Background: an optimization exercise with open tools, aiming at small area and a short achievable clock period. Do not read the settings as production practice. Only simulation tests tie the RTL to the original design; equivalence was not proved. Power figures rest on the tool's default switching activity, not on a simulated workload.

## flow/design.v (module list and top-level ports; edited modules follow where they fit)
// module ifft_tf_mult: 1937 lines
// module ifft_tf_mult_fa: 4 lines
// module ifft_tf_mult_ha: 4 lines
module ifft_tf_mult #(
  parameter int DW   = 16,
  parameter int TW   = 12,
  parameter bit CONJ = 1'b1
) (
  input  logic                 clk,
  input  logic                 rst,
  input  logic                 in_valid,
  input  logic                 in_sop,
  input  logic                 in_tw_en,
  input  logic signed [DW-1:0] in_real,
  input  logic signed [DW-1:0] in_imag,
  output logic [2:0]           tf_addr,
  input  logic signed [TW-1:0] tf_real,
  input  logic signed [TW-1:0] tf_imag,
  output logic                 out_valid,
  output logic                 out_sop,
  output logic signed [DW-1:0] out_real,
  output logic signed [DW-1:0] out_imag,
  output logic                 ovf
);
  // ...
==> flow/run.sh <==
#!/bin/bash
# synth_recipe.tcl (not shown) runs the flow's synth.tcl, then flattens the netlist and writes it again
# the make line also repeats each setting of config.mk as NAME=value (left out here)
make -C /OpenROAD-flow-scripts/flow DESIGN_CONFIG=/design/flow/config.mk WORK_HOME=/design/flow/orfs CLKGATE_MAP_FILE= SYNTH_SCRIPT=/design/flow/synth_recipe.tcl finish
==> flow/config.mk <==
export PLATFORM = sky130hd
export DESIGN_NAME = ifft_tf_mult
export DESIGN_NICKNAME = ifft_tf_mult
export VERILOG_FILES = /design/flow/design.v
export SDC_FILE = /design/flow/constraint.sdc
export NUM_CORES = 4
export LEC_CHECK = 0
export CAP_MARGIN = 20
export CORE_MARGIN = 2
export CORE_UTILIZATION = 40
export SETUP_SLACK_MARGIN = 3.5
export SLEW_MARGIN = 20
export SYNTH_HIERARCHICAL = 1
export SYNTH_MINIMUM_KEEP_SIZE = 0
==> flow/constraint.sdc <==
create_clock -name core_clock -period 6.5 [get_ports {clk}]
set_input_delay 1.3000 -clock core_clock [delete_from_list [all_inputs] [get_ports {clk}]]
set_output_delay 1.3000 -clock core_clock [all_outputs]
set_load 0.01 [all_outputs]
==> results.txt, run 1 <==
Via density=roughly 5.6; non-filler cells, final=roughly 3.2k; wire per inst=between 20 and 25 um; Clk pwr share=approximately 22%; R2R Setup Slk=roughly 3.5 ns; most common cell after layout, fill and taps aside=xnor2_1; internal power=approximately 7.5 mW; largest family of logic cells by synthesized area=adder cells; Multi-input comb cells=about 1.6k; gr busiest metal=met2; WS Path Type=reg2reg; Reg2Reg Depth=13; multi-input combinational area share=about 57%; met3 wire len=~7100 um; post-synthesis mux area share=less than 1%; # clk buffers=62; CTS H-tree lvls=2; PostCTS Resize Cnt=22; Vias=17.8k; Synth Instances=between 2k and 2.5k; largest net degree at the start of global routing=45; Final Core Density=a little under half; number of global-route vias before repair=around 19k; M3 GR Usage=under 10%; outcome=timing/DRC/antenna clean; sequential share of cell area=28.1%
==> run 2, diff against run 1 <==
--- a/flow/config.mk
+++ b/flow/config.mk
@@ -8,7 +8,7 @@
 export CAP_MARGIN = 20
 export CORE_MARGIN = 2
 export CORE_UTILIZATION = 40
-export SETUP_SLACK_MARGIN = 3.5
+export SETUP_SLACK_MARGIN = 4.5
 export SLEW_MARGIN = 20
 export SYNTH_HIERARCHICAL = 1
 export SYNTH_MINIMUM_KEEP_SIZE = 0
==> run 2 against run 1 <==
Against the previous run:
- highest routed layer unchanged
- critical path type unchanged
- critical path depth stayed put
- clock power is 2% lower
- clock skew increased by 0.010 ns
- combinational power up 17%
==> results.txt, run 2 <==
Setup Viol. Count Final=0; row count=92; Yosys top cell area share=approximately 28%; area leader, netlist=dfxtp_1; nets@finish=roughly 3k; Die Ht=roughly 260 um; Top delay family on crit path=compound AO/OA/AOI/OAI gates; count of cell types in the netlist=64; die width=about 260 um; 1st-iter DRT viols=between 1.5k and 2k; Pwr Total=roughly 13 mW; Die Footprint=approximately 0.066 mm^2; synthesized flop and latch total=a little under 400; Hold WC Path Type=reg2reg; CTS tree=built; Post-synth EDFFs=0; Slew Viols, Final=0; Worst Slack Setup Final=approximately 3.5 ns; outcome=timing/DRC/antenna clean; internal power=8.01 mW (+6.8%); Max Clock Freq=between 300 and 400 MHz; DR pass1 iterations=7; Pleak=approximately 14 nW; sequential cell area=roughly 0.0083 mm^2; Top FF cell, synth=dfxtp_1; initial core utilization=about two fifths; Crit-path slowest cell=or3_4; CTS H-tree lvls=2 (unchanged); critical path, cell by cell=inv_2 -> fa_2 -> inv_2 -> fa_2 -> a21o_1 -> a221oi_4 -> a21oi_2 -> o21a_2 -> or3_4 -> a21oi_4 -> nor3_4 -> buf_12 -> a221o_1; cell area after synthesis=around 0.025 mm^2; logic gate share of total power=51.2%; Clk pwr share=20.5% (-1.9 points); setup_tns=0 ns; CP arrival=between 3 and 4 ns; wire per inst=27.3 um (+17%); GPL Wtd Cong=0.823; antenna violations before repair=0; clk sink count=between 300 and 400; Max clock buf depth=3; sequential fraction of the synthesis area=31.9%; Final Skew=between 0.03 and 0.04 ns; Sw Pwr=roughly 5.0 mW; layout cells sized above 1=42.4%; Slew HR=about two fifths; Worst Setup End Kind=flip-flop; min Tclk post-route=about 3.0 ns; first-pass GRT wire length=~140,000 um; critical path's largest stage delay=approximately 0.37 ns; yosys warns=7; Routed Antenna Nets=0; crit path buf inv count=3; CP startpoint kind=flip-flop; synthesized net count=about 2.8k; CP Data Required Time=about 7 ns; async set-reset flop share out of synthesis=between 10% and 20%; DP Worst Slack=3.04 ns; power per cell area=roughly 360 mW/mm^2; TritonCTS buffer count=46; hpwl dp=48,800 um; switching fraction of total power=between 30% and 40%; Synth top cells by count=398 x xnor2_1, 350 x dfxtp_1, 328 x fa_1; Via density=5.82 (+3.2%); drt total wl=~93,000 um; Hold Fails Final Rpt=0; multi-input logic area=0.0192 mm^2; number of global-route vias before repair=21.1k (+9.7%); Tightest Pin Transition=around 0.9 ns; port bufs=98; worst skew pair latency=roughly 0.60 ns; MaxCap Viol Count=0; I/O Pins=99; Worst Path Max Fanout=11; most common cell after layout, fill and taps aside=dfxtp_1; Tot GR Track Use=28.1%; part of the power in registers=between 20% and 30%; Synth Instances=2,267 (unchanged); VDD IR max=~0.18 mV; Area Growth Syn to Fin=40.6%; Clock Tree Root=clkbuf_16; RSZ-0062 raised after global routing=yes; largest net degree at the start of global routing=45 (unchanged); grt total ovfl=0; drt drc=0; core area=around 0.063 mm^2; Filler Cells Inserted=between 4k and 5k; Vias=19.9k (+11%); Avg Inst Size Synth=11.2 um^2; top area cells in the synthesized netlist=dfxtp_1 28%, fa_1 26%, xnor2_1 14%; commonest cells after routing, fill and taps aside=291 x dfxtp_1, 275 x xnor2_1, 208 x a22oi_2; WS Path Type=reg2reg; most common cell in the netlist=xnor2_1; CTS clk-pin slew, worst paths=0.06 ns; crit share post-route=a little under half
## run 2: cell types whose count changed in the layout (fill, tap and decap cells not counted), sizes merged, moves of 4 or more
cell / previous run / this run
buf: 60 / 339
clkdlybuf4s50: 98 / 58
bufbuf: 0 / 8
clkbuf: 63 / 67
## run 2: repair_timing
action                     CTS  global route
pin swaps                  309           178
gates cloned                51             3
setup endpoints to repair  267           218
hold buffers                 0             0
buffers inserted           168            34
gates resized for setup    707           110
hold endpoints to repair     0             0
## run 2: area by class of cell
type,count,area share [%]
Timing Repair Buffer,410,15.2
Clock buffer,62,3.70
Clock inverter,19,0.640
Sequential cell,394,23.1
Multi-Input combinational cell,1624,53.7
Tap cell,846,2.96
Inverter,55,0.692
Antenna cell,2,0.0140
## run 2: path summary, 6_finish.rpt
kind	from	end	slack, ns	cells past startpoint
max reg2reg	s3_im_cy_q	out_imag_q[2]	3.47	13
min	s2_valid_q	s3_valid_q	0.35	0
min in group asynchronous	rst	out_imag_q[4]	1.25	2
min reg2reg	s2_valid_q	s3_valid_q	0.35	0
max in group asynchronous	rst	out_real_q[4]	4.73	2
max	s3_im_cy_q	out_imag_q[2]	3.47	13
## run 2: per-module statistics from Yosys, one instance, submodules excluded
module | copies in the design | cells | area (um^2)
ifft_tf_mult | 1 | 1907 | 18500
ifft_tf_mult_fa | 324 | 1 | 20.0
ifft_tf_mult_ha | 36 | 1 | 12.5
## run 2: per-layer routing
metal	wire, um	global-route usage [%]	vias up
met3	11100	8.51	395
met2	40400	42.4	1306
met5	0	0	-
met4	6130	15.6	0
li1	-	-	8215
met1	35500	36.0	9958
## run 2: power groups by stage
stage	logic [mW]	clock network [mW]	registers, mW
floorplan	3.93	0	3.65
global placement	5.41	0	3.72
detailed placement	5.54	0	3.73
CTS	6.40	2.71	3.67
global route	7.30	2.82	3.75
finish	6.66	2.67	3.68
## run 2: cell families (layout without fill, tap and decap cells)
| family | Yosys count | count (layout) | share of synthesized area [%] |
|---|---|---|---|
| buffers and inverters | 250 | 546 | 3.77 |
| XOR/XNOR | 438 | 438 | 15.1 |
| AO/OA/AOI/OAI | 484 | 485 | 13.8 |
| adder cells (fa/ha/maj) | 427 | 427 | 30.7 |
| multiplexers | 3 | 3 | 0.123 |
| AND/OR/NAND/NOR | 271 | 271 | 4.73 |
| other | 0 | 2 | 0 |
| flip-flops | 394 | 394 | 31.9 |
## run 2: metrics by stage
stage               utilization [%]  cell area (um^2)  instances  hold WS (ns)
floorplan                         -             27900       2267         0.330
global route                   56.8             35800       3410         0.348
global placement               45.2             28500       3073         0.333
detailed placement             45.2             28500       3073         0.335
finish                         56.8             35800       3412         0.347
CTS                            55.4             34900       3373         0.348
## run 2: worst register-to-register path, cell delays in order (launching register included)
cell      delay, ns
dfxtp_1        0.32
inv_2          0.06
fa_2           0.26
inv_2          0.05
fa_2           0.34
a21o_1         0.21
a221oi_4       0.27
a21oi_2        0.10
o21a_2         0.25
or3_4          0.37
a21oi_4        0.17
nor3_4         0.07
buf_12         0.16
a221o_1        0.26

==> afterwards: timing with drivers on the ports <==
How much do the figures lean on ideal ports? The routed layouts below were timed once more, with nothing changed but the port constraints. Step 1: set_driving_cell puts a clkbuf_16 on clk and a buf_2 on each other input, an assumption about the parent block. Step 2, shift: input delay + t, output delay - t, t = (earliest + latest rising clock arrival at the registers) / 2. This alone moves slack from input paths to output paths. a / b / c = no drivers / after step 1 / after step 2; a / b = the first two.
run	t, ns	setup WS [ns]	clock arrival spread, ns	pins driven straight from the clock port
run 1	0.639	3.470 / 3.470 / 3.404	0.028 / 0.029	1
run 2	0.642	3.473 / 3.473 / 3.473	0.040 / 0.040	1
After both steps setup and hold are still met in every run listed. The setup slack of run 1, which loses most, moves by 0.000 ns with the drivers and by -0.066 ns with both steps.
